Background: an optimization exercise with open tools, aiming at small area, a short achievable clock period and few clock cycles per item. Do not read the settings as production practice. RTL that was checked went through simulation tests only; none was proved equivalent to the original. Function not checked in runs 1 and 2: the RTL went through the layout flow alone.

==> flow/design.v, too long to show whole: its modules and the start of the top module <==
// module lwe_axil_slave: 146 lines
// module lwe_reg_file: 35 lines
// module lwe_keygen_engine: 84 lines
// module lwe_fold32: 240 lines
// module lwe_macc2: 854 lines
// module lwe_fold16: 29 lines
// module lwe_keygen_top: 33 lines
module lwe_keygen_top #(
    parameter int unsigned                     Q         = 3329,
    parameter logic [lwe_regs_pkg::ADDR_W-1:0] BASE_ADDR = 32'h4000_6000
) (
    input  logic                            clk,
    input  logic                            rst_n,
    input  logic                            awvalid,
    output logic                            awready,
    input  logic [lwe_regs_pkg::ADDR_W-1:0] awaddr,
    input  logic                            wvalid,
    output logic                            wready,
    input  logic [lwe_regs_pkg::DATA_W-1:0] wdata,
    output logic                            bvalid,
    input  logic                            bready,
    output logic [1:0]                      bresp,
    input  logic                            arvalid,
    output logic                            arready,
    input  logic [lwe_regs_pkg::ADDR_W-1:0] araddr,
    output logic                            rvalid,
    input  logic                            rready,
    output logic [lwe_regs_pkg::DATA_W-1:0] rdata,
    output logic [1:0]                      rresp
);
  // ...
==> flow/run.sh <==
#!/bin/bash
# synth_recipe.tcl (not shown) runs the flow's synth.tcl, then flattens the netlist and writes it again
# the make line also repeats each setting of config.mk as NAME=value (left out here)
make -C /OpenROAD-flow-scripts/flow DESIGN_CONFIG=/design/flow/config.mk WORK_HOME=/design/flow/orfs CLKGATE_MAP_FILE= SYNTH_SCRIPT=/design/flow/synth_recipe.tcl finish
==> flow/config.mk <==
export PLATFORM = sky130hd
export DESIGN_NAME = lwe_keygen_top
export DESIGN_NICKNAME = lwe_keygen_top
export VERILOG_FILES = /design/flow/design.v
export SDC_FILE = /design/flow/constraint.sdc
export NUM_CORES = 4
export LEC_CHECK = 0
export CAP_MARGIN = 20
export CORE_MARGIN = 2
export CORE_UTILIZATION = 40
export PLACE_DENSITY = 0.6
export SETUP_SLACK_MARGIN = 1.5
export SLEW_MARGIN = 20
==> flow/constraint.sdc <==
create_clock -name core_clock -period 30.0 [get_ports {clk}]
set_input_delay 6.0000 -clock core_clock [delete_from_list [all_inputs] [get_ports {clk}]]
set_output_delay 6.0000 -clock core_clock [all_outputs]
set_load 0.01 [all_outputs]
==> results.txt, run 1 <==
Status:
- The run finished with no timing, DRC or antenna violations.

Final layout:
- Measured on the final layout, the clock distribution area share stands at 0.0424.
- In the final layout, flip-flops and latches occupy 0.0132 mm^2.
- The fraction of cell area in non-clock buffers is 0.0481.
- By area, the class that comes first in the final layout consists of multi-input combinational cells.
- The number of multi-input logic gates is 1923.
- The cell area after layout is between 0.03 and 0.04 mm^2.

Worst hold path:
- The worst hold path terminates at u_engine.y_idx[0].

Drt:
- After detailed routing, no signal wire sits above met4.
- The post-detailed-route wirelength per cell is 25.9 um.

Logic synthesis:
- The synthesized netlist cell count is 2959.
- The number of different library cells in the post-synthesis netlist is 77.
- Of the total synthesized cell area, the portion taken by XOR and XNOR cells is 0.0167.

Worst setup path:
- The critical path in this run is classified as flop to flop.
- The most critical setup path has its startpoint at u_engine.cnt[0].
- The most critical setup path has its endpoint at u_engine.rbuf[23].
- In this design, the critical path's most frequently occurring cell is sky130_fd_sc_hd__fa_1.

GRT:
- In the global route stage, met1 resource usage came out at 0.353.
- The maximum number of pins on one net before global-route repair is 49.
- The global routing's busiest layer is met2.

Clocking:
- The count of hold buffers inserted by post-cts repair is 0.

Placement:
- The placed instances occupy a cell area of around 0.037 mm^2.

Timing:
- The final count of hold timing violations is 0.
==> module lwe_keygen_engine, before the edit <==
module lwe_keygen_engine (
    input  logic         clk,
    input  logic         rst_n,
    input  logic [31:0]  wdata,
    input  logic         w_load,
    output logic         w_held_d0,
    input  logic         op_wr,
    input  logic [4:0]   op_idx,
    input  logic         start,
    input  logic [191:0] mat_a,
    input  logic [47:0]  vec_s,
    input  logic [47:0]  vec_e,
    output logic         busy,
    output logic         done,
    output logic [11:0]  wr_data,
    output logic         wr_en,
    output logic [4:0]   wr_idx
);
    logic [31:0] rbuf;
    logic [15:0] ybuf;
    logic        r_v, y_v;
    logic [4:0]  r_idx, y_idx;
    logic [2:0]  cnt;
    logic [1:0]  row;
    logic        ph;
    logic [11:0] a0, a1, b0, b1, ev;
    logic [25:0] addend, esum;
    logic [15:0] fold;
    logic        hazard, step, row_done;
    assign row = cnt[2:1];
    assign ph  = cnt[0];
    assign a0  = mat_a[{row, ph, 1'b0}*12 +: 12];
    assign a1  = mat_a[{row, ph, 1'b1}*12 +: 12];
    assign b0  = ph ? vec_s[24 +: 12] : vec_s[0  +: 12];
    assign b1  = ph ? vec_s[36 +: 12] : vec_s[12 +: 12];
    assign ev  = vec_e[row*12 +: 12];
    assign addend = ph ? rbuf[25:0] : {14'b0, ev};
    lwe_macc2 u_macc (
        .a0(a0), .b0(b0), .a1(a1), .b1(b1), .c(addend), .y(esum)
    );
    lwe_fold32 u_fold32 (.x(rbuf), .y(fold));
    lwe_fold16 u_fold16 (.y(ybuf), .r(wr_data));
    assign hazard   = (cnt == 3'd0) && y_v &&
                      (y_idx == 5'd0 || y_idx == 5'd1 || y_idx == 5'd16 ||
                       y_idx == 5'd17 || y_idx == 5'd20);
    assign step     = busy && !hazard;
    assign row_done = step && ph;
    always_ff @(posedge clk) begin
        if (busy) begin
            rbuf <= {6'b0, esum};
        end else if (w_load) begin
            rbuf <= wdata;
        end
        ybuf  <= fold;
        r_idx <= busy ? {3'b110, row} : op_idx;
        y_idx <= r_idx;
    end
    assign w_held_d0 = rbuf[0];
    assign wr_en     = y_v;
    assign wr_idx    = y_idx;
    always_ff @(posedge clk or negedge rst_n) begin
        if (!rst_n) begin
            busy <= 1'b0;
            done <= 1'b0;
            cnt  <= 3'd0;
            r_v  <= 1'b0;
            y_v  <= 1'b0;
        end else begin
            r_v <= op_wr || row_done;
            y_v <= r_v;
            if (start) begin
                busy <= 1'b1;
                done <= 1'b0;
                cnt  <= 3'd0;
            end else if (step) begin
                cnt <= cnt + 3'd1;
                if (cnt == 3'd7) begin
                    busy <= 1'b0;
                    done <= 1'b1;
                end
            end
        end
    end
endmodule
==> inputs of run 2 (changes only) <==
--- a/flow/design.v
+++ b/flow/design.v
@@ -220,30 +220,31 @@
     logic        r_v, y_v;
     logic [4:0]  r_idx, y_idx;
     logic [2:0]  cnt;
-    logic [1:0]  row;
-    logic        ph;
-    logic [11:0] a0, a1, b0, b1, ev;
+    logic [1:0]  wait_n;
+    logic [2:0]  nxt;
+    logic [11:0] op_a0, op_a1, op_b0, op_b1, op_e;
     logic [25:0] addend, esum;
     logic [15:0] fold;
     logic        hazard, step, row_done;
-    assign row = cnt[2:1];
-    assign ph  = cnt[0];
-    assign a0  = mat_a[{row, ph, 1'b0}*12 +: 12];
-    assign a1  = mat_a[{row, ph, 1'b1}*12 +: 12];
-    assign b0  = ph ? vec_s[24 +: 12] : vec_s[0  +: 12];
-    assign b1  = ph ? vec_s[36 +: 12] : vec_s[12 +: 12];
-    assign ev  = vec_e[row*12 +: 12];
-    assign addend = ph ? rbuf[25:0] : {14'b0, ev};
+    assign nxt = cnt + {2'b0, step};
+    always_ff @(posedge clk) begin
+        op_a0 <= mat_a[{nxt, 1'b0}*12 +: 12];
+        op_a1 <= mat_a[{nxt, 1'b1}*12 +: 12];
+        op_b0 <= nxt[0] ? vec_s[24 +: 12] : vec_s[0  +: 12];
+        op_b1 <= nxt[0] ? vec_s[36 +: 12] : vec_s[12 +: 12];
+        op_e  <= vec_e[nxt[2:1]*12 +: 12];
+    end
+    assign addend = cnt[0] ? rbuf[25:0] : {14'b0, op_e};
     lwe_macc2 u_macc (
-        .a0(a0), .b0(b0), .a1(a1), .b1(b1), .c(addend), .y(esum)
+        .a0(op_a0), .b0(op_b0), .a1(op_a1), .b1(op_b1), .c(addend), .y(esum)
     );
     lwe_fold32 u_fold32 (.x(rbuf), .y(fold));
     lwe_fold16 u_fold16 (.y(ybuf), .r(wr_data));
-    assign hazard   = (cnt == 3'd0) && y_v &&
-                      (y_idx == 5'd0 || y_idx == 5'd1 || y_idx == 5'd16 ||
-                       y_idx == 5'd17 || y_idx == 5'd20);
-    assign step     = busy && !hazard;
-    assign row_done = step && ph;
+    assign hazard = (r_v && (r_idx[4:2] == 3'b000 || r_idx[4:2] == 3'b100 || r_idx == 5'd20)) ||
+                    (y_v && (y_idx == 5'd0 || y_idx == 5'd1 || y_idx == 5'd16 ||
+                             y_idx == 5'd17 || y_idx == 5'd20));
+    assign step     = busy && (wait_n == 2'd0);
+    assign row_done = step && cnt[0];
     always_ff @(posedge clk) begin
         if (busy) begin
             rbuf <= {6'b0, esum};
@@ -251,7 +252,7 @@
             rbuf <= wdata;
         end
         ybuf  <= fold;
-        r_idx <= busy ? {3'b110, row} : op_idx;
+        r_idx <= busy ? {3'b110, cnt[2:1]} : op_idx;
         y_idx <= r_idx;
     end
     assign w_held_d0 = rbuf[0];
@@ -259,19 +260,23 @@
     assign wr_idx    = y_idx;
     always_ff @(posedge clk or negedge rst_n) begin
         if (!rst_n) begin
-            busy <= 1'b0;
-            done <= 1'b0;
-            cnt  <= 3'd0;
-            r_v  <= 1'b0;
-            y_v  <= 1'b0;
+            busy   <= 1'b0;
+            done   <= 1'b0;
+            cnt    <= 3'd0;
+            wait_n <= 2'd0;
+            r_v    <= 1'b0;
+            y_v    <= 1'b0;
         end else begin
             r_v <= op_wr || row_done;
             y_v <= r_v;
             if (start) begin
-                busy <= 1'b1;
-                done <= 1'b0;
-                cnt  <= 3'd0;
-            end else if (step) begin
+                busy   <= 1'b1;
+                done   <= 1'b0;
+                wait_n <= hazard ? 2'd2 : 2'd0;
+            end else if (wait_n != 2'd0) begin
+                wait_n <= wait_n - 2'd1;
+            end
+            if (step) begin
                 cnt <= cnt + 3'd1;
                 if (cnt == 3'd7) begin
                     busy <= 1'b0;
==> run 2 against run 1 <==
  * Still clean on timing, DRC and antenna
  * Non-clock buffer count decreased by 39
  * Clock skew is 5.3 ps higher
  * Die area is 4.4% higher
  * Cell count is 1.4% higher
  * Critical path depth down 16
  * Cell area is 3.8% higher
  * Largest cell class unchanged
  * Highest routed layer is now met5
==> results.txt, run 2 <==
Worst setup path:
- The sort of element at the start of the critical path is an input port (was flop).
- The top fanout value on the critical path is 8 (was 42).
- The data required time at the worst endpoint is 30530 ps (was 30400 ps).
- The kind of critical path is input port to flop (was flop to flop).
- The data arrival time of the critical path came to 8250 ps (was 9930 ps).
- The sort of element at the end of the critical path is a flop (unchanged).

Drt:
- The post-detailed-route wirelength per cell came to 25.0 um (was 25.9 um).
- The total iterations of the first detailed-routing run is 6 (unchanged).
- The detailed-route DRC error count is 0 (unchanged).
- The total wire length after detailed routing was 109 mm (was 111 mm).
- The count of nets left with antenna violations after detail routing is 0 (unchanged).
- The count of routing violations after the opening detailed-route iteration is 2514 (was 2710).
- The mean number of vias per cell is 5.58 (was 5.68).
- The count of vias placed by the detailed router is 24200 (was 24300).

Final layout:
- The number of flip-flops under the largest register name came to 336 (unchanged).
- Registers with the highest flip-flop counts: u_reg_file.word: 336 flops, u_engine.rbuf: 32 flops (unchanged).
- The number of nets in the finished design is 3719 (was 3694).
- The non-filler instance count after layout was 4347 (was 4287).
- The antenna diode count is 0 (unchanged).
- The fraction of final layout cells sized beyond drive strength 1 was 0.111 (was 0.125).
- The most common library cell in the layout ignoring fill and taps is sky130_fd_sc_hd__inv_1 (unchanged).
- Commonest cells after routing, fill and taps aside: sky130_fd_sc_hd__inv_1, sky130_fd_sc_hd__edfxtp_1, sky130_fd_sc_hd__fa_1 (unchanged).
- The register ranked first by flip-flop count is u_reg_file.word (unchanged).
- The area overhead of the layout relative to synthesis was 12.8% (was 13.5%).

Timing:
- The worst-case headroom to the max-slew limit came to 0.228 (was 0.211).
- Unrepaired setup endpoints after global routing: no (unchanged).
- The timing-limited maximum frequency is 130 MHz (was 105 MHz).
- The clock period minus final worst setup slack is 7720 ps (was 9530 ps).
- The worst setup skew after layout is 57.6 ps (was 52.3 ps).
- The transition time at the pin with the least slew margin is 1160 ps (was 1180 ps).
- The final count of hold timing violations is 0 (unchanged).
- The final setup TNS is 0 ps (unchanged).
- The part of the cycle the worst path needs was 0.257 (was 0.318).
- The max-slew violation count came to 0 (unchanged).
- The number of setup violations in the final report is 0 (unchanged).

Logic synthesis:
- The largest family of logic cells by synthesized area is adder cells (unchanged).
- The most area-hungry cell type in the Yosys netlist is sky130_fd_sc_hd__edfxtp_1 (unchanged).
- Most used standard cells in the synthesized netlist: sky130_fd_sc_hd__inv_1, sky130_fd_sc_hd__edfxtp_1, sky130_fd_sc_hd__fa_1 (unchanged).
- The netlist area before placement is 0.0355 mm^2 (was 0.0340 mm^2).
- The synthesized-area fraction occupied by ao, oa, aoi and oai cells was 0.0912 (was 0.0922).
- The share of the synthesized netlist area taken by xor and xnor gates is 0.0145 (was 0.0167).
- The fraction of registers with async set/reset came to 0.0365 (was 0.0370).
- The top cell type's share of synthesized area is 0.330 (was 0.344).
- The number of different library cells in the post-synthesis netlist is 93 (was 77).
- The cell with the most instances after synthesis is sky130_fd_sc_hd__inv_1 (unchanged).
- The post-synthesis simple-gate area fraction is 0.102 (was 0.0976).
- The most used flip-flop cell after synthesis is sky130_fd_sc_hd__edfxtp_1 (unchanged).
- The share of cell area taken by muxes after synthesis is 0.0697 (was 0.0776).
- The synthesized netlist cell count is 3036 (was 2959).
- The adder-cell share of the synthesized area was 0.248 (was 0.258).
- The number of synthesized flops with an enable pin is 390 (unchanged).
- The yosys synthesis warning count is 8 (unchanged).
- The sequential cell area fraction in the yosys report is 0.406 (was 0.388).
- The number of register bits inferred by synthesis came to 521 (was 459).
- The average instance area after synthesis is 11.7 um^2 (was 11.5 um^2).
- Cells taking the most area after synthesis: sky130_fd_sc_hd__edfxtp_1, sky130_fd_sc_hd__fa_1, sky130_fd_sc_hd__dfxtp_1 (was sky130_fd_sc_hd__edfxtp_1, sky130_fd_sc_hd__fa_1, sky130_fd_sc_hd__inv_1).

Clocking:
- The clock latency on the worst-skew pair is 660 ps (was 630 ps).
- The clock sink count is 521 (was 459).
- The number of gates resized after cts came to 0 (unchanged).
- The maximum level of the CTS H-tree came to 2 (unchanged).
- The count of hold buffers inserted by post-cts repair is 0 (unchanged).
- The maximum clock insertion buffer count is 3 (unchanged).
- The root cell of the clock tree is sky130_fd_sc_hd__clkbuf_16 (unchanged).
- The clock tree from TritonCTS is built (unchanged).
- The post-CTS setup buffer count is 0 (unchanged).
- The clock-pin slew reported for the worst setup and hold paths after clock tree synthesis is 60 ps (about the same).
- The clock buffer count from CTS was 56 (was 50).

Placement:
- The half-perimeter wire length after placement is 78.6 mm (was 81.1 mm).
- The number of buffers inserted by port buffering was 117 (unchanged).
- The routability-driven placement congestion ratio is 0.952 (was 0.956).
- The number of cells in the design after placement is 4240 (was 4190).

Floorplan:
- The total die area was 0.0912 mm^2 (was 0.0874 mm^2).
- The placeable core region is 0.0882 mm^2 (was 0.0840 mm^2).
- The top-level port count is 144 (unchanged).
- The die width is 302 um (was 296 um).
- The count of standard-cell rows is 109 (was 106).
- The initial core utilization came to 0.403 (was 0.405).
- The vertical die dimension was 302 um (was 296 um).

GRT:
- The global-route met3 utilization is 0.0534 (was 0.0520).
- The total grt overflow is 0 (unchanged).
- The maximum number of pins on one net before global-route repair is 61 (was 49).
- The number of antenna violations at the first check in global routing came to 1 (unchanged).
- The met1 track demand over resource is 0.333 (was 0.353).
- The met2 layer usage reported by global route is 0.376 (was 0.408).
- The first-pass GRT wire length is 162 mm (was 164 mm).
- The via count of the first global-routing pass was 24600 (was 25100).
- The global routing's busiest layer is met2 (unchanged).
- The total track usage is 0.240 (was 0.259).

Worst hold path:
- The kind of path behind the tightest hold check is flop to flop (unchanged).

Flow run:
- The number of max-capacitance violations reported is 0 (unchanged).

Status:
- Outcome: no timing/DRC/antenna violations (unchanged).
## run 2: area by class of cell
type	count	area [um^2]
Clock inverter	29	397
Clock buffer	77	1570
Fill cell	8084	48200
Timing Repair Buffer	167	1550
Tap cell	1165	1460
Multi-Input combinational cell	1926	18900
Inverter	462	1730
Sequential cell	521	14400
## run 2: through the flow
stage | cell area, um^2 | util | hold slack [ps] | setup slack, ps
2_1_floorplan | 35600 | - | 323 | 22500
3_3_place_gp | 38100 | 0.432 | 333 | 21630
5_1_grt | 40100 | 0.454 | 357 | 22100
4_1_cts | 40100 | 0.454 | 352 | 22300
3_5_place_dp | 38100 | 0.432 | 338 | 21610
6_report | 40100 | 0.454 | 350 | 22280
## run 2: final timing paths
kind	from	to	slack, ps	cells past startpoint
worst max-delay path	wvalid	u_engine.done	22280	9
worst min-delay path	u_engine.r_idx[1]	u_engine.y_idx[1]	350	0
worst max register to register	u_engine.op_b0[6]	u_engine.rbuf[24]	22700	23
worst min register to register	u_engine.r_idx[1]	u_engine.y_idx[1]	350	0
max in group asynchronous	rst_n	u_engine.busy	23500	1
min in group asynchronous	rst_n	u_slave.rvalid	5860	1
## run 2: metal layers
layer  routed length (um)  up-vias  part of all wire
li1                     -    10500                 -
met1                44900    12400              0.41
met2                49400     1170              0.46
met3                10500      229             0.096
met4                 3840        2             0.035
met5                   18        -           0.00017
## run 2: logic make-up (layout without fill, tap and decap cells)
logic type	Yosys count	in the layout
buffers and inverters	611	735
AND/OR/NAND/NOR	744	744
AO/OA/AOI/OAI	458	458
XOR/XNOR	57	57
flip-flops	521	521
other	1	23
multiplexers	162	162
adder cells (fa/ha/maj)	482	482
## run 2: worst max-delay path: stages
cell and delay, ps:
sky130_fd_sc_hd__clkdlybuf4s50_1 450, sky130_fd_sc_hd__nand2_1 220, sky130_fd_sc_hd__clkinv_1 260, sky130_fd_sc_hd__nor2_1 80
sky130_fd_sc_hd__or2_2 330, sky130_fd_sc_hd__a21oi_1 290, sky130_fd_sc_hd__nand2_1 90, sky130_fd_sc_hd__a211o_1 340
sky130_fd_sc_hd__a22o_1 190
==> module lwe_axil_slave, before the edit <==
module lwe_axil_slave #(
    parameter logic [lwe_regs_pkg::ADDR_W-1:0] BASE_ADDR = 32'h4000_6000
) (
    input  logic        clk,
    input  logic        rst_n,
    input  logic        awvalid,
    output logic        awready,
    input  logic [31:0] awaddr,
    input  logic        wvalid,
    output logic        wready,
    input  logic [31:0] wdata,
    output logic        bvalid,
    input  logic        bready,
    output logic [1:0]  bresp,
    input  logic        arvalid,
    output logic        arready,
    input  logic [31:0] araddr,
    output logic        rvalid,
    input  logic        rready,
    output logic [31:0] rdata,
    output logic [1:0]  rresp,
    output logic        w_load,      
    input  logic        w_held_d0,   
    output logic        op_wr,       
    output logic [4:0]  op_idx,
    output logic        start,
    output logic [4:0]  rd_idx,      
    input  logic [11:0] rd_data,     
    input  logic        busy,
    input  logic        done
);
    localparam logic [24:0] WIN = BASE_ADDR[31:7];
    logic       aw_v;
    logic       aw_op;       
    logic       aw_ctl;      
    logic [4:0] aw_idx;
    logic       w_v;
    logic       w_lost;
    logic       bsk_v;
    logic       bsk_err;
    logic       aw_hs, w_hs;
    logic       in_hit, in_op, in_ctl;
    logic       have_aw, have_w, b_space, exec;
    logic       c_op, c_ctl, c_lost, c_d0, ok;
    assign aw_hs  = awvalid && awready;
    assign w_hs   = wvalid && wready;
    assign in_hit = (awaddr[31:7] == WIN);
    assign in_op  = in_hit && !(awaddr[6] && awaddr[5]);
    assign in_ctl = in_hit && (awaddr[6:2] == lwe_regs_pkg::IDX_CTRL);
    assign have_aw = aw_v || aw_hs;
    assign have_w  = w_v || w_hs;
    assign b_space = !(bvalid && bsk_v);
    assign exec    = have_aw && have_w && b_space;
    assign c_op   = aw_v ? aw_op  : in_op;
    assign c_ctl  = aw_v ? aw_ctl : in_ctl;
    assign c_lost = w_v  ? w_lost : busy;
    assign c_d0   = w_v  ? w_held_d0 : wdata[0];
    assign ok     = (c_op || c_ctl) && !busy && !c_lost;
    assign w_load = w_hs && !busy;
    assign op_wr  = exec && ok && c_op;
    assign op_idx = aw_v ? aw_idx : awaddr[6:2];
    assign start  = exec && ok && c_ctl && c_d0;
    always_ff @(posedge clk or negedge rst_n) begin
        if (!rst_n) begin
            aw_v    <= 1'b0;
            w_v     <= 1'b0;
            awready <= 1'b0;
            wready  <= 1'b0;
            bvalid  <= 1'b0;
            bsk_v   <= 1'b0;
        end else begin
            aw_v    <= have_aw && !exec;
            w_v     <= have_w && !exec;
            awready <= !(have_aw && !exec);
            wready  <= !(have_w && !exec);
            if (!bvalid || bready) begin
                bvalid <= bsk_v || exec;
                bsk_v  <= bsk_v && exec;
            end else begin
                bsk_v  <= bsk_v || exec;
            end
        end
    end
    always_ff @(posedge clk) begin
        if (aw_hs && !aw_v) begin
            aw_op  <= in_op;
            aw_ctl <= in_ctl;
            aw_idx <= awaddr[6:2];
        end
        if (w_hs) begin
            w_lost <= busy;
        end
        if (!bvalid || bready) begin
            bresp[1] <= bsk_v ? bsk_err : !ok;
            bsk_err  <= !ok;
        end else if (!bsk_v) begin
            bsk_err  <= !ok;
        end
    end
    assign bresp[0] = 1'b0;
    logic       q_v;
    logic       q_err;
    logic [4:0] q_idx;
    logic       ar_hs, in_rhit, pop;
    logic [4:0] in_ridx;
    logic [11:0] r_data;
    assign ar_hs   = arvalid && arready;
    assign in_ridx = araddr[6:2];
    assign in_rhit = (araddr[31:7] == WIN);
    assign pop     = q_v && (!rvalid || rready);
    always_ff @(posedge clk or negedge rst_n) begin
        if (!rst_n) begin
            q_v     <= 1'b0;
            arready <= 1'b0;
            rvalid  <= 1'b0;
        end else begin
            q_v     <= (q_v && !pop) || ar_hs;
            arready <= !((q_v && !pop) || ar_hs);
            if (!rvalid || rready) begin
                rvalid <= q_v;
            end
        end
    end
    always_ff @(posedge clk) begin
        if (ar_hs) begin
            q_err <= !in_rhit || (in_ridx[4:2] == 3'b111 && in_ridx[1:0] != 2'b01);
            q_idx <= in_ridx;
        end
        if (pop) begin
            rresp[1]    <= q_err;
            rdata[11:0] <= r_data;
        end
    end
    assign rd_idx = q_idx;
    always_comb begin
        if (q_err) begin
            r_data = '0;
        end else if (q_idx == lwe_regs_pkg::IDX_STATUS) begin
            r_data = {10'b0, done, busy};
        end else begin
            r_data = rd_data;
        end
    end
    assign rresp[0]     = 1'b0;
    assign rdata[31:12] = '0;
endmodule
==> module lwe_fold16, before the edit <==
module lwe_fold16 (
    input  logic [15:0] y,
    output logic [11:0] r
);
    logic [13:0] t0, t1, t2;
    logic [13:0] z0, z1, z2;
    always_comb begin
        case (y[15:12])
            4'd0: begin t0 = 14'd0; t1 = 14'd13055; t2 = 14'd9726; end
            4'd1: begin t0 = 14'd767; t1 = 14'd13822; t2 = 14'd10493; end
            4'd2: begin t0 = 14'd1534; t1 = 14'd14589; t2 = 14'd11260; end
            4'd3: begin t0 = 14'd2301; t1 = 14'd15356; t2 = 14'd12027; end
            4'd4: begin t0 = 14'd3068; t1 = 14'd16123; t2 = 14'd12794; end
            4'd5: begin t0 = 14'd506; t1 = 14'd13561; t2 = 14'd10232; end
            4'd6: begin t0 = 14'd1273; t1 = 14'd14328; t2 = 14'd10999; end
            4'd7: begin t0 = 14'd2040; t1 = 14'd15095; t2 = 14'd11766; end
            4'd8: begin t0 = 14'd2807; t1 = 14'd15862; t2 = 14'd12533; end
            4'd9: begin t0 = 14'd245; t1 = 14'd13300; t2 = 14'd9971; end
            4'd10: begin t0 = 14'd1012; t1 = 14'd14067; t2 = 14'd10738; end
            4'd11: begin t0 = 14'd1779; t1 = 14'd14834; t2 = 14'd11505; end
            4'd12: begin t0 = 14'd2546; t1 = 14'd15601; t2 = 14'd12272; end
            default: begin t0 = 14'd0; t1 = 14'd0; t2 = 14'd0; end
        endcase
    end
    assign z0 = {2'b0, y[11:0]} + t0;
    assign z1 = {2'b0, y[11:0]} + t1;
    assign z2 = {2'b0, y[11:0]} + t2;
    assign r  = !z2[13] ? z2[11:0] : (!z1[13] ? z1[11:0] : z0[11:0]);
endmodule
==> module lwe_keygen_top, before the edit <==
module lwe_keygen_top #(
    parameter int unsigned                     Q         = 3329,
    parameter logic [lwe_regs_pkg::ADDR_W-1:0] BASE_ADDR = 32'h4000_6000
) (
    input  logic                            clk,
    input  logic                            rst_n,
    input  logic                            awvalid,
    output logic                            awready,
    input  logic [lwe_regs_pkg::ADDR_W-1:0] awaddr,
    input  logic                            wvalid,
    output logic                            wready,
    input  logic [lwe_regs_pkg::DATA_W-1:0] wdata,
    output logic                            bvalid,
    input  logic                            bready,
    output logic [1:0]                      bresp,
    input  logic                            arvalid,
    output logic                            arready,
    input  logic [lwe_regs_pkg::ADDR_W-1:0] araddr,
    output logic                            rvalid,
    input  logic                            rready,
    output logic [lwe_regs_pkg::DATA_W-1:0] rdata,
    output logic [1:0]                      rresp
);
    logic         w_load, w_held_d0, op_wr, start, busy, done;
    logic [4:0]   op_idx, rd_idx, wr_idx;
    logic [11:0]  rd_data, wr_data;
    logic         wr_en;
    logic [191:0] mat_a;
    logic [47:0]  vec_s, vec_e;
    lwe_axil_slave #(.BASE_ADDR(BASE_ADDR)) u_slave (.*);
    lwe_reg_file u_reg_file (.*);
    lwe_keygen_engine u_engine (.*);
endmodule
==> inputs of run 3 (changes only) <==
--- a/flow/design.v
+++ b/flow/design.v
@@ -43,7 +43,11 @@
     output logic [4:0]  rd_idx,      
     input  logic [11:0] rd_data,     
     input  logic        busy,
-    input  logic        done
+    input  logic        done,
+    input  logic        active,    
+    input  logic        hold,      
+    input  logic        hold_d,    
+    input  logic [3:0]  pend       
 );
     localparam logic [24:0] WIN = BASE_ADDR[31:7];
     logic       aw_v;
@@ -66,13 +70,13 @@
     assign have_aw = aw_v || aw_hs;
     assign have_w  = w_v || w_hs;
     assign b_space = !(bvalid && bsk_v);
-    assign exec    = have_aw && have_w && b_space;
+    assign exec    = have_aw && have_w && b_space && !hold;
     assign c_op   = aw_v ? aw_op  : in_op;
     assign c_ctl  = aw_v ? aw_ctl : in_ctl;
-    assign c_lost = w_v  ? w_lost : busy;
+    assign c_lost = w_v  ? w_lost : active;
     assign c_d0   = w_v  ? w_held_d0 : wdata[0];
     assign ok     = (c_op || c_ctl) && !busy && !c_lost;
-    assign w_load = w_hs && !busy;
+    assign w_load = w_hs && !active;
     assign op_wr  = exec && ok && c_op;
     assign op_idx = aw_v ? aw_idx : awaddr[6:2];
     assign start  = exec && ok && c_ctl && c_d0;
@@ -88,7 +92,7 @@
             aw_v    <= have_aw && !exec;
             w_v     <= have_w && !exec;
             awready <= !(have_aw && !exec);
-            wready  <= !(have_w && !exec);
+            wready  <= !(have_w && !exec) && !hold_d;
             if (!bvalid || bready) begin
                 bvalid <= bsk_v || exec;
                 bsk_v  <= bsk_v && exec;
@@ -104,7 +108,7 @@
             aw_idx <= awaddr[6:2];
         end
         if (w_hs) begin
-            w_lost <= busy;
+            w_lost <= active;
         end
         if (!bvalid || bready) begin
             bresp[1] <= bsk_v ? bsk_err : !ok;
@@ -116,6 +120,7 @@
     assign bresp[0] = 1'b0;
     logic       q_v;
     logic       q_err;
+    logic       q_t;
     logic [4:0] q_idx;
     logic       ar_hs, in_rhit, pop;
     logic [4:0] in_ridx;
@@ -123,7 +128,7 @@
     assign ar_hs   = arvalid && arready;
     assign in_ridx = araddr[6:2];
     assign in_rhit = (araddr[31:7] == WIN);
-    assign pop     = q_v && (!rvalid || rready);
+    assign pop     = q_v && (!rvalid || rready) && !(q_t && pend[q_idx[1:0]]);
     always_ff @(posedge clk or negedge rst_n) begin
         if (!rst_n) begin
             q_v     <= 1'b0;
@@ -133,7 +138,7 @@
             q_v     <= (q_v && !pop) || ar_hs;
             arready <= !((q_v && !pop) || ar_hs);
             if (!rvalid || rready) begin
-                rvalid <= q_v;
+                rvalid <= pop;
             end
         end
     end
@@ -141,6 +146,7 @@
         if (ar_hs) begin
             q_err <= !in_rhit || (in_ridx[4:2] == 3'b111 && in_ridx[1:0] != 2'b01);
             q_idx <= in_ridx;
+            q_t   <= in_rhit && in_ridx[4:2] == 3'b110;
         end
         if (pop) begin
             rresp[1]    <= q_err;
@@ -211,6 +217,10 @@
     input  logic [47:0]  vec_e,
     output logic         busy,
     output logic         done,
+    output logic         active,
+    output logic         hold,
+    output logic         hold_d,
+    output logic [3:0]   pend,
     output logic [11:0]  wr_data,
     output logic         wr_en,
     output logic [4:0]   wr_idx
@@ -219,6 +229,7 @@
     logic [15:0] ybuf;
     logic        r_v, y_v;
     logic [4:0]  r_idx, y_idx;
+    logic        run;
     logic [2:0]  cnt;
     logic [1:0]  wait_n;
     logic [2:0]  nxt;
@@ -243,16 +254,17 @@
     assign hazard = (r_v && (r_idx[4:2] == 3'b000 || r_idx[4:2] == 3'b100 || r_idx == 5'd20)) ||
                     (y_v && (y_idx == 5'd0 || y_idx == 5'd1 || y_idx == 5'd16 ||
                              y_idx == 5'd17 || y_idx == 5'd20));
-    assign step     = busy && (wait_n == 2'd0);
+    assign step     = run && (wait_n == 2'd0);
+    assign hold_d   = hold ? !(y_v && y_idx == 5'd27) : (step && cnt == 3'd1);
     assign row_done = step && cnt[0];
     always_ff @(posedge clk) begin
-        if (busy) begin
+        if (run) begin
             rbuf <= {6'b0, esum};
         end else if (w_load) begin
             rbuf <= wdata;
         end
         ybuf  <= fold;
-        r_idx <= busy ? {3'b110, cnt[2:1]} : op_idx;
+        r_idx <= run ? {3'b110, cnt[2:1]} : op_idx;
         y_idx <= r_idx;
     end
     assign w_held_d0 = rbuf[0];
@@ -262,26 +274,45 @@
         if (!rst_n) begin
             busy   <= 1'b0;
             done   <= 1'b0;
+            active <= 1'b0;
+            hold   <= 1'b0;
+            pend   <= 4'b0;
+            run    <= 1'b0;
             cnt    <= 3'd0;
             wait_n <= 2'd0;
             r_v    <= 1'b0;
             y_v    <= 1'b0;
         end else begin
-            r_v <= op_wr || row_done;
-            y_v <= r_v;
+            r_v  <= op_wr || row_done;
+            y_v  <= r_v;
+            hold <= hold_d;
             if (start) begin
                 busy   <= 1'b1;
                 done   <= 1'b0;
+                active <= 1'b1;
+                pend   <= 4'hF;
+                run    <= 1'b1;
                 wait_n <= hazard ? 2'd2 : 2'd0;
-            end else if (wait_n != 2'd0) begin
-                wait_n <= wait_n - 2'd1;
-            end
-            if (step) begin
-                cnt <= cnt + 3'd1;
-                if (cnt == 3'd7) begin
+            end else begin
+                if (wait_n != 2'd0) begin
+                    wait_n <= wait_n - 2'd1;
+                end
+                if (step && cnt == 3'd1) begin
                     busy <= 1'b0;
                     done <= 1'b1;
                 end
+                if (step && cnt == 3'd7) begin
+                    run <= 1'b0;
+                end
+                if (y_v && y_idx[4:3] == 2'b11) begin
+                    pend[y_idx[1:0]] <= 1'b0;
+                    if (y_idx[1:0] == 2'd3) begin
+                        active <= 1'b0;
+                    end
+                end
+            end
+            if (step) begin
+                cnt <= cnt + 3'd1;
             end
         end
     end
@@ -1384,30 +1415,29 @@
     input  logic [15:0] y,
     output logic [11:0] r
 );
-    logic [13:0] t0, t1, t2;
-    logic [13:0] z0, z1, z2;
+    logic [11:0] t;
+    logic [12:0] z, d;
     always_comb begin
         case (y[15:12])
-            4'd0: begin t0 = 14'd0; t1 = 14'd13055; t2 = 14'd9726; end
-            4'd1: begin t0 = 14'd767; t1 = 14'd13822; t2 = 14'd10493; end
-            4'd2: begin t0 = 14'd1534; t1 = 14'd14589; t2 = 14'd11260; end
-            4'd3: begin t0 = 14'd2301; t1 = 14'd15356; t2 = 14'd12027; end
-            4'd4: begin t0 = 14'd3068; t1 = 14'd16123; t2 = 14'd12794; end
-            4'd5: begin t0 = 14'd506; t1 = 14'd13561; t2 = 14'd10232; end
-            4'd6: begin t0 = 14'd1273; t1 = 14'd14328; t2 = 14'd10999; end
-            4'd7: begin t0 = 14'd2040; t1 = 14'd15095; t2 = 14'd11766; end
-            4'd8: begin t0 = 14'd2807; t1 = 14'd15862; t2 = 14'd12533; end
-            4'd9: begin t0 = 14'd245; t1 = 14'd13300; t2 = 14'd9971; end
-            4'd10: begin t0 = 14'd1012; t1 = 14'd14067; t2 = 14'd10738; end
-            4'd11: begin t0 = 14'd1779; t1 = 14'd14834; t2 = 14'd11505; end
-            4'd12: begin t0 = 14'd2546; t1 = 14'd15601; t2 = 14'd12272; end
-            default: begin t0 = 14'd0; t1 = 14'd0; t2 = 14'd0; end
+            4'd0: t = 12'd0;
+            4'd1: t = 12'd767;
+            4'd2: t = 12'd1534;
+            4'd3: t = 12'd2301;
+            4'd4: t = 12'd3068;
+            4'd5: t = 12'd506;
+            4'd6: t = 12'd1273;
+            4'd7: t = 12'd2040;
+            4'd8: t = 12'd2807;
+            4'd9: t = 12'd245;
+            4'd10: t = 12'd1012;
+            4'd11: t = 12'd1779;
+            4'd12: t = 12'd2546;
+            default: t = 12'd0;
         endcase
     end
-    assign z0 = {2'b0, y[11:0]} + t0;
-    assign z1 = {2'b0, y[11:0]} + t1;
-    assign z2 = {2'b0, y[11:0]} + t2;
-    assign r  = !z2[13] ? z2[11:0] : (!z1[13] ? z1[11:0] : z0[11:0]);
+    assign z = {1'b0, y[11:0]} + {1'b0, t};
+    assign d = z - (z >= 13'd6658 ? 13'd6658 : (z >= 13'd3329 ? 13'd3329 : 13'd0));
+    assign r = d[11:0];
 endmodule
 `timescale 1ns/100ps
 module lwe_keygen_top #(
@@ -1433,7 +1463,8 @@
     output logic [lwe_regs_pkg::DATA_W-1:0] rdata,
     output logic [1:0]                      rresp
 );
-    logic         w_load, w_held_d0, op_wr, start, busy, done;
+    logic         w_load, w_held_d0, op_wr, start, busy, done, active, hold, hold_d;
+    logic [3:0]   pend;
     logic [4:0]   op_idx, rd_idx, wr_idx;
     logic [11:0]  rd_data, wr_data;
     logic         wr_en;
==> run 3 against run 2 <==
  * Worst setup slack improved by 29 ps
  * Die area decreased by 3.3%
  * Clock skew rose by 27 ps
  * Utilization shrank 0.098 points
==> results.txt, run 3 <==
Status:
- Outcome: no timing/DRC/antenna violations (unchanged).

Timing:
- The max-slew violation count is 0 (unchanged).
- The worst-case headroom to the max-slew limit was 0.157 (was 0.228).
- The timing-limited maximum frequency is 130 MHz (about the same).
- The worst setup skew after layout is 84.5 ps (was 57.6 ps).
- The final setup TNS came to 0 ps (unchanged).
- The clock period minus final worst setup slack is 7690 ps (was 7720 ps).
- The transition time at the pin with the least slew margin is 1260 ps (was 1160 ps).
- The number of setup violations in the final report is 0 (unchanged).
- The part of the cycle the worst path needs is 0.256 (was 0.257).
- The setup slack of the critical path after layout is 22310 ps (was 22280 ps).
- The final count of hold timing violations is 0 (unchanged).
- Unrepaired setup endpoints after global routing: no (unchanged).

Floorplan:
- The total die area came to 0.0882 mm^2 (was 0.0912 mm^2).
- The die width is 297 um (was 302 um).
- The initial core utilization is 0.403 (about the same).
- The top-level port count is 144 (unchanged).
- The count of standard-cell rows is 107 (was 109).
- The vertical die dimension is 297 um (was 302 um).
- The placeable core region is 0.0851 mm^2 (was 0.0882 mm^2).

Worst setup path:
- The reg-to-reg setup timing slack is 22710 ps (was 22700 ps).
- The path depth of the worst reg2reg path was 21 (was 23).
- The startpoint of the most critical register-to-register path is u_engine.op_b0[8] (was u_engine.op_b0[6]).
- The sort of element at the end of the critical path is a flop (unchanged).
- The endpoint of the most critical setup path is u_engine.wait_n[1] (was u_engine.done).
- The end of the worst register-to-register path was u_engine.rbuf[23] (was u_engine.rbuf[24]).
- The top fanout value on the critical path is 9 (was 8).
- The launching element of the worst setup path is wvalid (unchanged).
- The data required time at the worst endpoint is 30510 ps (was 30530 ps).
- The data arrival time of the critical path is 8200 ps (was 8250 ps).
- The kind of critical path is input port to flop (unchanged).
- The sort of element at the start of the critical path is an input port (unchanged).

Final layout:
- The number of flip-flops under the largest register name is 336 (unchanged).
- The number of nets in the finished design is 3510 (was 3719).
- Registers with the highest flip-flop counts: u_reg_file.word: 336 flops, u_engine.rbuf: 32 flops (unchanged).
- Commonest cells after routing, fill and taps aside: sky130_fd_sc_hd__inv_1, sky130_fd_sc_hd__edfxtp_1, sky130_fd_sc_hd__fa_1 (unchanged).
- The fraction of final layout cells sized beyond drive strength 1 came to 0.108 (was 0.111).
- The most common library cell in the layout ignoring fill and taps is sky130_fd_sc_hd__inv_1 (unchanged).
- The register ranked first by flip-flop count was u_reg_file.word (unchanged).
- The utilization after layout is 0.453 (was 0.454).
- The area overhead of the layout relative to synthesis is 12.4% (was 12.8%).

Drt:
- The count of nets left with antenna violations after detail routing came to 0 (unchanged).
- The count of routing violations after the opening detailed-route iteration was 3100 (was 2514).
- The total wire length after detailed routing is 106 mm (was 109 mm).
- The count of vias placed by the detailed router is 23000 (was 24200).
- The total iterations of the first detailed-routing run is 7 (was 6).
- The post-detailed-route wirelength per cell came to 25.7 um (was 25.0 um).
- The detailed-route DRC error count is 0 (unchanged).
- The mean number of vias per cell is 5.57 (was 5.58).

GRT:
- The via count of the first global-routing pass is 24200 (was 24600).
- The met1 track demand over resource is 0.322 (was 0.333).
- The first-pass GRT wire length was 158 mm (was 162 mm).
- The total grt overflow was 0 (unchanged).
- The global-route met3 utilization is 0.0531 (was 0.0534).
- The maximum number of pins on one net before global-route repair was 61 (unchanged).
- The met2 layer usage reported by global route is 0.385 (was 0.376).
- The global routing's busiest layer is met2 (unchanged).
- The total track usage is 0.241 (was 0.240).
- The number of antenna violations at the first check in global routing came to 5 (was 1).

Clocking:
- The clock sink count is 515 (was 521).
- The clock latency on the worst-skew pair is 660 ps (about the same).
- The post-CTS setup buffer count is 0 (unchanged).
- The number of gates resized after cts was 0 (unchanged).
- The clock buffer count from CTS is 54 (was 56).
- The maximum level of the CTS H-tree is 2 (unchanged).
- The maximum clock insertion buffer count came to 3 (unchanged).
- The clock-pin slew reported for the worst setup and hold paths after clock tree synthesis is 60 ps (about the same).
- The clock tree from TritonCTS is built (unchanged).
- The root cell of the clock tree is sky130_fd_sc_hd__clkbuf_16 (unchanged).
- The count of hold buffers inserted by post-cts repair is 0 (unchanged).

Logic synthesis:
- The netlist area before placement came to 0.0343 mm^2 (was 0.0355 mm^2).
- The sequential cell area fraction in the yosys report is 0.418 (was 0.406).
- The number of different library cells in the post-synthesis netlist is 81 (was 93).
- The yosys synthesis warning count is 8 (unchanged).
- The fraction of registers with async set/reset is 0.0505 (was 0.0365).
- The cell with the most instances after synthesis is sky130_fd_sc_hd__inv_1 (unchanged).
- The most area-hungry cell type in the Yosys netlist is sky130_fd_sc_hd__edfxtp_1 (unchanged).
- The number of synthesized flops with an enable pin is 391 (was 390).
- The average instance area after synthesis is 12.0 um^2 (was 11.7 um^2).
- Most used standard cells in the synthesized netlist: sky130_fd_sc_hd__inv_1, sky130_fd_sc_hd__edfxtp_1, sky130_fd_sc_hd__fa_1 (unchanged).
- Cells taking the most area after synthesis: sky130_fd_sc_hd__edfxtp_1, sky130_fd_sc_hd__fa_1, sky130_fd_sc_hd__dfxtp_1 (unchanged).
- The most used flip-flop cell after synthesis is sky130_fd_sc_hd__edfxtp_1 (unchanged).
- The number of register bits inferred by synthesis came to 515 (was 521).
- The top cell type's share of synthesized area is 0.342 (was 0.330).
- The synthesized netlist cell count is 2858 (was 3036).

Placement:
- The half-perimeter wire length after placement came to 73.6 mm (was 78.6 mm).
- The worst-case setup slack after placement is 21450 ps (was 21610 ps).
- The routability-driven placement congestion ratio is 0.916 (was 0.952).
- The number of buffers inserted by port buffering is 117 (unchanged).

Flow run:
- The number of max-capacitance violations reported came to 0 (unchanged).

Worst hold path:
- The kind of path behind the tightest hold check is flop to flop (unchanged).
run 3: changes by cell type after synthesis, moves of 9 or more:
cell	delta
sky130_fd_sc_hd__nand2_1	-54
sky130_fd_sc_hd__a21oi_1	-44
sky130_fd_sc_hd__o21ai_0	-22
sky130_fd_sc_hd__a21o_1	+18
sky130_fd_sc_hd__nand4_1	-17
sky130_fd_sc_hd__a22oi_1	+16
sky130_fd_sc_hd__dfxtp_1	-14
sky130_fd_sc_hd__ha_1	-14
sky130_fd_sc_hd__a211oi_1	-13
sky130_fd_sc_hd__nand3_1	+10
sky130_fd_sc_hd__nand2b_1	-9
sky130_fd_sc_hd__xnor2_1	-9
run 3: how the worst min path moves through the flow:
stage                       from                 to  slack (ps)  cells after the start
2_1_floorplan  u_engine.r_idx[3]  u_engine.y_idx[3]         320                      0
3_3_place_gp   u_engine.r_idx[3]  u_engine.y_idx[3]         330                      0
3_5_place_dp   u_engine.r_idx[3]  u_engine.y_idx[3]         330                      0
4_1_cts        u_engine.r_idx[3]  u_engine.y_idx[3]         360                      0
5_1_grt        u_engine.r_idx[3]  u_engine.y_idx[3]         370                      0
6_report       u_engine.r_idx[3]  u_engine.y_idx[3]         360                      0
run 3: layout make-up:
| class | instances | area (um^2) |
|---|---|---|
| antenna | 1 | 2.50 |
| timing repair buffer | 145 | 1400 |
| clock inverter | 36 | 372 |
| tap | 1144 | 1430 |
| sequential | 515 | 14400 |
| clock buffer | 66 | 1430 |
| fill | 7726 | 46500 |
| inverter | 464 | 1740 |
| multi-input combinational | 1760 | 17900 |
run 3: critical path: stages:
cell and delay (ps):
sky130_fd_sc_hd__clkdlybuf4s50_1 460, sky130_fd_sc_hd__and2_1 190, sky130_fd_sc_hd__nor2_1 70, sky130_fd_sc_hd__a2111oi_1 660
sky130_fd_sc_hd__and2_1 270, sky130_fd_sc_hd__nand3_1 330, sky130_fd_sc_hd__mux2i_1 210
run 3: logic make-up after synthesis:
logic type,share of synthesized area
and+or+nand+nor,0.0934
adders and majority gates,0.251
buffers and inverters,0.0687
xor gates and xnor gates,0.0112
DFF,0.418
other,0.000109
muxes,0.0729
AOI/OAI and AO/OA,0.0845
run 3: routing by layer:
| layer | wire length, um | part of all wire |
|---|---|---|
| met5 | 13 | 0.00012 |
| met4 | 4690 | 0.044 |
| met3 | 10400 | 0.098 |
| met2 | 49000 | 0.46 |
| met1 | 42300 | 0.40 |
run 3: stage by stage:
step / area, um^2 / std cells / hold WS, ps
6_report: 38600 / 4131 / 359
3_5_place_dp: 36800 / 4027 / 332
5_1_grt: 38600 / 4130 / 367
3_3_place_gp: 36700 / 4025 / 335
2_1_floorplan: 34400 / 2880 / 323
4_1_cts: 38600 / 4129 / 359
Testbench counts of run 3, summed over its fixed seeds: cycles 2,432, keygens 64.
==> inputs of run 4 (changes only) <==
--- a/flow/design.v
+++ b/flow/design.v
@@ -39,7 +39,7 @@
     input  logic        w_held_d0,   
     output logic        op_wr,       
     output logic [4:0]  op_idx,
-    output logic        start,
+    output logic        start,       
     output logic [4:0]  rd_idx,      
     input  logic [11:0] rd_data,     
     input  logic        busy,
@@ -61,7 +61,7 @@
     logic       aw_hs, w_hs;
     logic       in_hit, in_op, in_ctl;
     logic       have_aw, have_w, b_space, exec;
-    logic       c_op, c_ctl, c_lost, c_d0, ok;
+    logic       c_op, c_ctl, c_lost, c_d0, ok, busy_v, eng;
     assign aw_hs  = awvalid && awready;
     assign w_hs   = wvalid && wready;
     assign in_hit = (awaddr[31:7] == WIN);
@@ -73,22 +73,25 @@
     assign exec    = have_aw && have_w && b_space && !hold;
     assign c_op   = aw_v ? aw_op  : in_op;
     assign c_ctl  = aw_v ? aw_ctl : in_ctl;
-    assign c_lost = w_v  ? w_lost : active;
+    assign c_lost = w_v  ? w_lost : eng;
     assign c_d0   = w_v  ? w_held_d0 : wdata[0];
-    assign ok     = (c_op || c_ctl) && !busy && !c_lost;
-    assign w_load = w_hs && !active;
+    assign busy_v = busy || start;
+    assign eng    = active || start;
+    assign ok     = (c_op || c_ctl) && !busy_v && !c_lost;
+    assign w_load = w_hs && !eng;
     assign op_wr  = exec && ok && c_op;
     assign op_idx = aw_v ? aw_idx : awaddr[6:2];
-    assign start  = exec && ok && c_ctl && c_d0;
     always_ff @(posedge clk or negedge rst_n) begin
         if (!rst_n) begin
             aw_v    <= 1'b0;
             w_v     <= 1'b0;
+            start   <= 1'b0;
             awready <= 1'b0;
             wready  <= 1'b0;
             bvalid  <= 1'b0;
             bsk_v   <= 1'b0;
         end else begin
+            start   <= exec && ok && c_ctl && c_d0;
             aw_v    <= have_aw && !exec;
             w_v     <= have_w && !exec;
             awready <= !(have_aw && !exec);
@@ -108,7 +111,7 @@
             aw_idx <= awaddr[6:2];
         end
         if (w_hs) begin
-            w_lost <= active;
+            w_lost <= eng;
         end
         if (!bvalid || bready) begin
             bresp[1] <= bsk_v ? bsk_err : !ok;
@@ -158,7 +161,7 @@
         if (q_err) begin
             r_data = '0;
         end else if (q_idx == lwe_regs_pkg::IDX_STATUS) begin
-            r_data = {10'b0, done, busy};
+            r_data = {10'b0, done && !start, busy_v};
         end else begin
             r_data = rd_data;
         end
@@ -251,11 +254,10 @@
     );
     lwe_fold32 u_fold32 (.x(rbuf), .y(fold));
     lwe_fold16 u_fold16 (.y(ybuf), .r(wr_data));
-    assign hazard = (r_v && (r_idx[4:2] == 3'b000 || r_idx[4:2] == 3'b100 || r_idx == 5'd20)) ||
-                    (y_v && (y_idx == 5'd0 || y_idx == 5'd1 || y_idx == 5'd16 ||
-                             y_idx == 5'd17 || y_idx == 5'd20));
+    assign hazard = y_v && (y_idx == 5'd0 || y_idx == 5'd1 || y_idx == 5'd16 ||
+                            y_idx == 5'd17 || y_idx == 5'd20);
     assign step     = run && (wait_n == 2'd0);
-    assign hold_d   = hold ? !(y_v && y_idx == 5'd27) : (step && cnt == 3'd1);
+    assign hold_d   = hold ? !(y_v && y_idx == 5'd27) : (step && cnt == 3'd0);
     assign row_done = step && cnt[0];
     always_ff @(posedge clk) begin
         if (run) begin
@@ -292,12 +294,12 @@
                 active <= 1'b1;
                 pend   <= 4'hF;
                 run    <= 1'b1;
-                wait_n <= hazard ? 2'd2 : 2'd0;
+                wait_n <= {1'b0, hazard};
             end else begin
                 if (wait_n != 2'd0) begin
                     wait_n <= wait_n - 2'd1;
                 end
-                if (step && cnt == 3'd1) begin
+                if (step && cnt == 3'd0) begin
                     busy <= 1'b0;
                     done <= 1'b1;
                 end
==> run 4 against run 3 <==
  * Cell count grew 0.87%
  * Synthesized area is essentially flat
  * First-iteration DRC count shrank 24%
  * Non-clock buffer count grew 4
  * Critical path depth grew 17
  * Count of clock-buffer cells in the layout grew 6
  * Synthesized cell count grew 1.4%
  * Clock skew shrank 18 ps
  * Critical endpoint is now u_engine.rbuf[25]
==> results.txt, run 4 <==
Clocking:
- The maximum level of the CTS H-tree was 2 (unchanged).
- The clock buffer count from CTS is 54 (unchanged).
- The clock sink count came to 516 (was 515).
- The clock latency on the worst-skew pair was 660 ps (about the same).
- The root cell of the clock tree is sky130_fd_sc_hd__clkbuf_16 (unchanged).
- The clock tree from TritonCTS is built (unchanged).
- The number of gates resized after cts is 0 (unchanged).
- The clock-pin slew reported for the worst setup and hold paths after clock tree synthesis is 60 ps (about the same).
- The post-CTS setup buffer count is 0 (unchanged).
- The count of hold buffers inserted by post-cts repair came to 0 (unchanged).
- The maximum clock insertion buffer count came to 3 (unchanged).

GRT:
- The global routing's busiest layer is met2 (unchanged).
- The met1 track demand over resource was 0.327 (was 0.322).
- The total track usage is 0.236 (was 0.241).
- The number of antenna violations at the first check in global routing is 2 (was 5).
- The via count of the first global-routing pass was 23300 (was 24200).
- The first-pass GRT wire length is 154 mm (was 158 mm).
- The total grt overflow is 0 (unchanged).
- The global-route met3 utilization came to 0.0546 (was 0.0531).
- The met2 layer usage reported by global route was 0.360 (was 0.385).
- The maximum number of pins on one net before global-route repair was 61 (unchanged).

Timing:
- Unrepaired setup endpoints after global routing: no (unchanged).
- The timing-limited maximum frequency is 129 MHz (was 130 MHz).
- The part of the cycle the worst path needs was 0.259 (was 0.256).
- The max-slew violation count is 0 (unchanged).
- The final count of hold timing violations came to 0 (unchanged).
- The transition time at the pin with the least slew margin came to 1260 ps (about the same).
- The clock period minus final worst setup slack is 7780 ps (was 7690 ps).
- The number of setup violations in the final report is 0 (unchanged).
- The worst-case headroom to the max-slew limit was 0.161 (was 0.157).
- The final setup TNS is 0 ps (unchanged).
- The worst setup skew after layout is 66.3 ps (was 84.5 ps).

Logic synthesis:
- The cell with the most instances after synthesis was sky130_fd_sc_hd__inv_1 (unchanged).
- The sequential cell area fraction in the yosys report is 0.419 (was 0.418).
- Most used standard cells in the synthesized netlist: sky130_fd_sc_hd__inv_1, sky130_fd_sc_hd__edfxtp_1, sky130_fd_sc_hd__fa_1 (unchanged).
- The number of synthesized flops with an enable pin is 391 (unchanged).
- The average instance area after synthesis is 11.8 um^2 (was 12.0 um^2).
- Cells taking the most area after synthesis: sky130_fd_sc_hd__edfxtp_1, sky130_fd_sc_hd__fa_1, sky130_fd_sc_hd__dfxtp_1 (unchanged).
- The top cell type's share of synthesized area is 0.342 (about the same).
- The synthesized netlist cell count was 2898 (was 2858).
- The most area-hungry cell type in the Yosys netlist was sky130_fd_sc_hd__edfxtp_1 (unchanged).
- The most used flip-flop cell after synthesis is sky130_fd_sc_hd__edfxtp_1 (unchanged).
- The number of different library cells in the post-synthesis netlist is 78 (was 81).
- The netlist area before placement came to 0.0343 mm^2 (about the same).
- The fraction of registers with async set/reset came to 0.0523 (was 0.0505).
- The number of register bits inferred by synthesis was 516 (was 515).
- The yosys synthesis warning count is 8 (unchanged).

Floorplan:
- The total die area is 0.0882 mm^2 (about the same).
- The vertical die dimension is 297 um (about the same).
- The initial core utilization came to 0.403 (about the same).
- The top-level port count is 144 (unchanged).
- The die width is 297 um (about the same).
- The count of standard-cell rows was 107 (unchanged).
- The placeable core region is 0.0851 mm^2 (unchanged).

Final layout:
- The number of nets in the finished design is 3548 (was 3510).
- The area overhead of the layout relative to synthesis came to 12.6% (was 12.4%).
- Registers with the highest flip-flop counts: u_reg_file.word: 336 flops, u_engine.rbuf: 32 flops (unchanged).
- Commonest cells after routing, fill and taps aside: sky130_fd_sc_hd__inv_1, sky130_fd_sc_hd__edfxtp_1, sky130_fd_sc_hd__fa_1 (unchanged).
- The most common library cell in the layout ignoring fill and taps is sky130_fd_sc_hd__inv_1 (unchanged).
- The register ranked first by flip-flop count is u_reg_file.word (unchanged).
- The cell area after layout is 0.0387 mm^2 (was 0.0386 mm^2).
- The number of flip-flops under the largest register name is 336 (unchanged).
- The fraction of final layout cells sized beyond drive strength 1 is 0.103 (was 0.108).

Worst setup path:
- The startpoint of the most critical register-to-register path was u_engine.op_a0[3] (was u_engine.op_b0[8]).
- The sort of element at the start of the critical path is a flop (was input port).
- The critical-path cell with the highest stage delay is sky130_fd_sc_hd__dfxtp_1 (was sky130_fd_sc_hd__a2111oi_1).
- The reg-to-reg setup timing slack was 22220 ps (was 22710 ps).
- The data arrival time of the critical path came to 8140 ps (was 8200 ps).
- The path depth of the worst reg2reg path came to 24 (was 21).
- The end of the worst register-to-register path is u_engine.rbuf[25] (was u_engine.rbuf[23]).
- The sort of element at the end of the critical path is a flop (unchanged).
- The peak per-stage delay on the critical path came to 690 ps (was 660 ps).
- The top fanout value on the critical path came to 12 (was 9).
- The data required time at the worst endpoint is 30360 ps (was 30510 ps).
- The launching element of the worst setup path is u_engine.op_a0[3] (was wvalid).
- The kind of critical path is flop to flop (was input port to flop).
- Cell-by-cell listing of the critical path: nand2_1 -> fa_1 -> inv_1 -> fa_1 -> inv_1 -> fa_1 -> inv_1 -> fa_1 -> inv_1 -> fa_1 -> inv_1 -> fa_1 -> inv_1 -> fa_1 -> inv_1 -> ha_1 -> and4_1 -> o211a_1 -> a22oi_1 -> nor4_1 -> o31ai_1 -> a311oi_1 -> a211o_1 -> a31o_2 (was clkdlybuf4s50_1 -> and2_1 -> nor2_1 -> a2111oi_1 -> and2_1 -> nand3_1 -> mux2i_1).

Drt:
- The mean number of vias per cell is 5.50 (was 5.57).
- The count of vias placed by the detailed router is 22900 (was 23000).
- The total wire length after detailed routing is 104 mm (was 106 mm).
- The total iterations of the first detailed-routing run was 6 (was 7).
- The count of routing violations after the opening detailed-route iteration is 2369 (was 3100).
- The detailed-route DRC error count is 0 (unchanged).
- The post-detailed-route wirelength per cell is 24.9 um (was 25.7 um).
- The count of nets left with antenna violations after detail routing was 0 (unchanged).

Placement:
- The routability-driven placement congestion ratio came to 0.890 (was 0.916).
- The cell area after placement is 0.0367 mm^2 (was 0.0368 mm^2).
- The number of buffers inserted by port buffering is 117 (unchanged).
- The half-perimeter wire length after placement came to 71.7 mm (was 73.6 mm).

Flow run:
- The number of max-capacitance violations reported came to 0 (unchanged).

Worst hold path:
- The destination of the worst hold path is u_engine.y_idx[2] (was u_engine.y_idx[3]).
- The number of stages on the worst hold path is 0 (unchanged).
- The kind of path behind the tightest hold check is flop to flop (unchanged).
- The startpoint of the most critical hold path is u_engine.r_idx[2] (was u_engine.r_idx[3]).

Status:
- Outcome: no timing/DRC/antenna violations (unchanged).
-- run 4: changes by cell type in the layout (fill, tap and decap cells not counted), sizes merged, moves of 11 or more --
cell   change
nor4      +11
inv       -12
mux2      -24
nand2     +63
-- run 4: cells by family (layout without fill, tap and decap cells) --
group           Yosys count  count (layout)  share of synthesized area
simple gates            729             729                      0.102
buf+inv                 603             705                     0.0688
flops                   516             516                      0.419
fa+ha+maj               468             468                      0.251
compound gates          391             391                     0.0810
mux                     142             142                     0.0659
xor+xnor                 48              48                     0.0122
other cells               1              24                   0.000109
-- run 4: worst max-delay path: cells and delay by family, from the launching register on --
family | cells | cell delay, ps
and+or+nand+nor | 3 | 560
AOI/OAI and AO/OA | 6 | 1830
buffers and inverters | 7 | 380
DFF | 1 | 690
adders and majority gates | 8 | 4010
-- run 4: routing by layer --
metal | wire (um) | vias up
li1 | - | 9902
met2 | 45800 | 1213
met4 | 4340 | 2
met3 | 10800 | 235
met5 | 11 | -
met1 | 42800 | 11600
-- run 4: cell type report --
| class | count | area, um^2 |
|---|---|---|
| Clock buffer | 72 | 1490 |
| Clock inverter | 28 | 427 |
| Sequential cell | 516 | 14400 |
| Timing Repair Buffer | 149 | 1410 |
| Inverter | 456 | 1710 |
| Fill cell | 7817 | 46500 |
| Multi-Input combinational cell | 1801 | 17800 |
| Tap cell | 1144 | 1430 |
| Antenna cell | 1 | 2.50 |
-- run 4: how the worst max path moves through the flow --
stage | to | depth (start not counted)
4_1_cts | u_engine.rbuf[25] | 24
3_3_place_gp | u_slave.bresp[1] | 7
2_1_floorplan | u_slave.bresp[1] | 8
3_5_place_dp | u_slave.bresp[1] | 7
5_1_grt | u_engine.rbuf[25] | 24
6_report | u_engine.rbuf[25] | 24
-- run 4: per-stage QoR --
| stage | hold slack (ps) | worst slack, ps | instances | utilization |
|---|---|---|---|---|
| after floorplan | 310 | 22540 | 2920 | - |
| after global placement | 312 | 21850 | 4066 | 0.431 |
| after detailed placement | 318 | 21850 | 4066 | 0.431 |
| after CTS | 329 | 22230 | 4166 | 0.454 |
| after global routing | 344 | 21820 | 4166 | 0.454 |
| final | 326 | 22220 | 4167 | 0.454 |
Testbench counts of run 4, summed over its fixed seeds: cycles 2,432, keygens 64.
==> inputs of run 5 (changes only) <==
==> flow/flow/run.sh (new file) <==
#!/bin/bash
# The standard layout, with the port buffers made of buf_2 cells instead of the
# default delay buffers. Each tool's output goes to a log file in this folder.
set -euo pipefail
bash standard.sh BUFFER_PORTS_ARGS="-buffer_cell sky130_fd_sc_hd__buf_2" finish > standard_finish.log 2>&1
==> flow/standard.sh (new file) <==
#!/bin/bash
# synth_recipe.tcl (not shown) runs the flow's synth.tcl, then flattens the netlist and writes it again
# the make line also repeats each setting of config.mk as NAME=value (left out here)
make -C /OpenROAD-flow-scripts/flow DESIGN_CONFIG=/design/flow/config.mk WORK_HOME=/design/flow/orfs CLKGATE_MAP_FILE= SYNTH_SCRIPT=/design/flow/synth_recipe.tcl "${@:-finish}"
removed: flow/run.sh
==> run 5 against run 4 <==
  * Worst setup slack gained 80 ps
  * Register-to-register slack gained 80 ps
  * First-iteration DRC count grew 1.6%
  * Die area is the same
  * Critical path type unchanged
==> results.txt, run 5 <==
Status:
- Outcome: no timing/DRC/antenna violations (unchanged).

Final layout:
- The area overhead of the layout relative to synthesis is 10.9% (was 12.6%).
- The number of nets in the finished design came to 3546 (was 3548).
- Registers with the highest flip-flop counts: u_reg_file.word: 336 flops, u_engine.rbuf: 32 flops (unchanged).
- The antenna diode count was 0 (was 1).
- Commonest cells after routing, fill and taps aside: sky130_fd_sc_hd__inv_1, sky130_fd_sc_hd__edfxtp_1, sky130_fd_sc_hd__fa_1 (unchanged).
- The combined flip-flop and latch cell area is 0.0144 mm^2 (unchanged).
- The fraction of final layout cells sized beyond drive strength 1 is 0.142 (was 0.103).

Timing:
- The post-route worst hold slack was 327 ps (was 326 ps).
- Unrepaired setup endpoints after global routing: no (unchanged).
- The worst setup skew after layout came to 45.9 ps (was 66.3 ps).

Logic synthesis:
- The number of different library cells in the post-synthesis netlist came to 78 (unchanged).
- The synthesized netlist cell count was 2898 (unchanged).
- The yosys synthesis warning count is 8 (unchanged).

Clocking:
- The maximum clock insertion buffer count is 3 (unchanged).
- The count of hold buffers inserted by post-cts repair is 0 (unchanged).
- The clock latency on the worst-skew pair was 660 ps (about the same).
- The post-CTS setup buffer count is 0 (unchanged).

Worst setup path:
- The data required time at the worst endpoint is 30380 ps (was 30360 ps).

Drt:
- The mean number of vias per cell is 5.49 (was 5.50).
- The post-detailed-route wirelength per cell is 25.0 um (was 24.9 um).

GRT:
- The first-pass GRT wire length came to 154 mm (about the same).
- The via count of the first global-routing pass was 23100 (was 23300).
- The total grt overflow was 0 (unchanged).

Placement:
- The number of buffers inserted by port buffering was 117 (unchanged).
- The half-perimeter wire length after placement is 71.8 mm (was 71.7 mm).

Floorplan:
- The top-level port count is 144 (unchanged).

Worst hold path:
- The kind of path behind the tightest hold check is flop to flop (unchanged).
run 5: cell counts after synthesis:
No cell type changed its count.
run 5: final cells by class:
class                   instances  share of cell area
clock inverters                37              0.0121
multi-input cells            1801               0.468
repair buffers                144              0.0207
clock buffers                  69              0.0397
well taps                    1144              0.0376
flip-flops and latches        516               0.378
inverters                     456              0.0449
run 5: cell families after synthesis:
kind of cell,Yosys count,share of synthesized area
adders and majority gates,468,0.251
muxes,142,0.0659
other,1,0.000109
buffers and inverters,603,0.0688
and+or+nand+nor,729,0.102
AOI/OAI and AO/OA,391,0.0810
xor gates and xnor gates,48,0.0122
DFF,516,0.419
run 5: worst paths after layout:
path                                   start                 to  cells past startpoint
min in group asynchronous              rst_n    u_slave.arready                      1
hold / removal             u_engine.r_idx[2]  u_engine.y_idx[2]                      0
max in group asynchronous              rst_n       u_engine.run                      1
hold reg to reg            u_engine.r_idx[2]  u_engine.y_idx[2]                      0
setup reg to reg           u_engine.op_a0[3]  u_engine.rbuf[25]                     24
setup / recovery           u_engine.op_a0[3]  u_engine.rbuf[25]                     24
run 5: worst max-delay path, stage by stage (launching register included):
cell                       delay, ps
sky130_fd_sc_hd__dfxtp_1         690
sky130_fd_sc_hd__nand2_1         170
sky130_fd_sc_hd__fa_1            560
sky130_fd_sc_hd__inv_1            50
sky130_fd_sc_hd__fa_1            490
sky130_fd_sc_hd__inv_1            50
sky130_fd_sc_hd__fa_1            540
sky130_fd_sc_hd__inv_1            60
sky130_fd_sc_hd__fa_1            560
sky130_fd_sc_hd__inv_1            60
sky130_fd_sc_hd__fa_1            500
sky130_fd_sc_hd__inv_1            60
sky130_fd_sc_hd__fa_1            530
sky130_fd_sc_hd__inv_1            50
sky130_fd_sc_hd__fa_1            490
sky130_fd_sc_hd__inv_1            40
sky130_fd_sc_hd__ha_1            340
sky130_fd_sc_hd__a21oi_1         210
sky130_fd_sc_hd__o21ai_0         110
sky130_fd_sc_hd__a22oi_1         500
sky130_fd_sc_hd__nor4_1          160
sky130_fd_sc_hd__o31ai_1         460
sky130_fd_sc_hd__a311oi_1        210
sky130_fd_sc_hd__a211o_1         300
sky130_fd_sc_hd__a31o_2          220
run 5: through the flow:
step / setup slack (ps) / util / instances
4_1_cts: 22280 / 0.447 / 4167
3_5_place_dp: 22200 / 0.424 / 4061
5_1_grt: 21850 / 0.447 / 4167
3_3_place_gp: 22210 / 0.424 / 4061
2_1_floorplan: 22540 / - / 2920
6_report: 22300 / 0.447 / 4167
run 5: layer usage:
layer | global-route usage | share of wire | up-vias
met2 | 0.367 | 0.45 | 1179
met4 | 0.0848 | 0.040 | 2
met1 | 0.325 | 0.41 | 11600
met5 | 0 | 0.00012 | -
li1 | - | - | 9886
met3 | 0.0566 | 0.10 | 222

[static timing again, ports no longer ideal]
Ports are ideal in the flow. The routed layouts listed here were re-timed in OpenROAD. Step 1 assumes that a clkbuf_16 drives the clock port and a buf_2 every other input. Step 2, shift: input delay + t, output delay - t, t = (earliest + latest rising clock arrival at the registers) / 2. This alone moves slack from input paths to output paths. Slacks: ideal ports / drivers / drivers and shift; pairs: ideal ports / drivers.
run | t (ns) | slack for setup (ns) | worst setup path after step 2 | clock arrival spread, ns | slew at the worst register clock pin (ns)
run 1 | 0.665 | 20.472 / 20.472 / 20.472 | register to register | 0.052 / 0.053 | 0.07 / 0.07
run 2 | 0.702 | 22.282 / 22.327 / 21.625 | input to register | 0.060 / 0.060 | 0.07 / 0.07
run 3 | 0.684 | 22.310 / 22.356 / 21.672 | input to register | 0.087 / 0.087 | 0.07 / 0.07
run 4 | 0.693 | 22.221 / 22.221 / 21.858 | input to register | 0.070 / 0.070 | 0.07 / 0.07
run 5 | 0.702 | 22.301 / 22.301 / 22.218 | input to register | 0.052 / 0.052 | 0.07 / 0.07
After both steps every run listed still meets setup and hold. The setup slack of run 2, which loses most, moves by +0.045 ns with the drivers and by -0.657 ns with both steps.
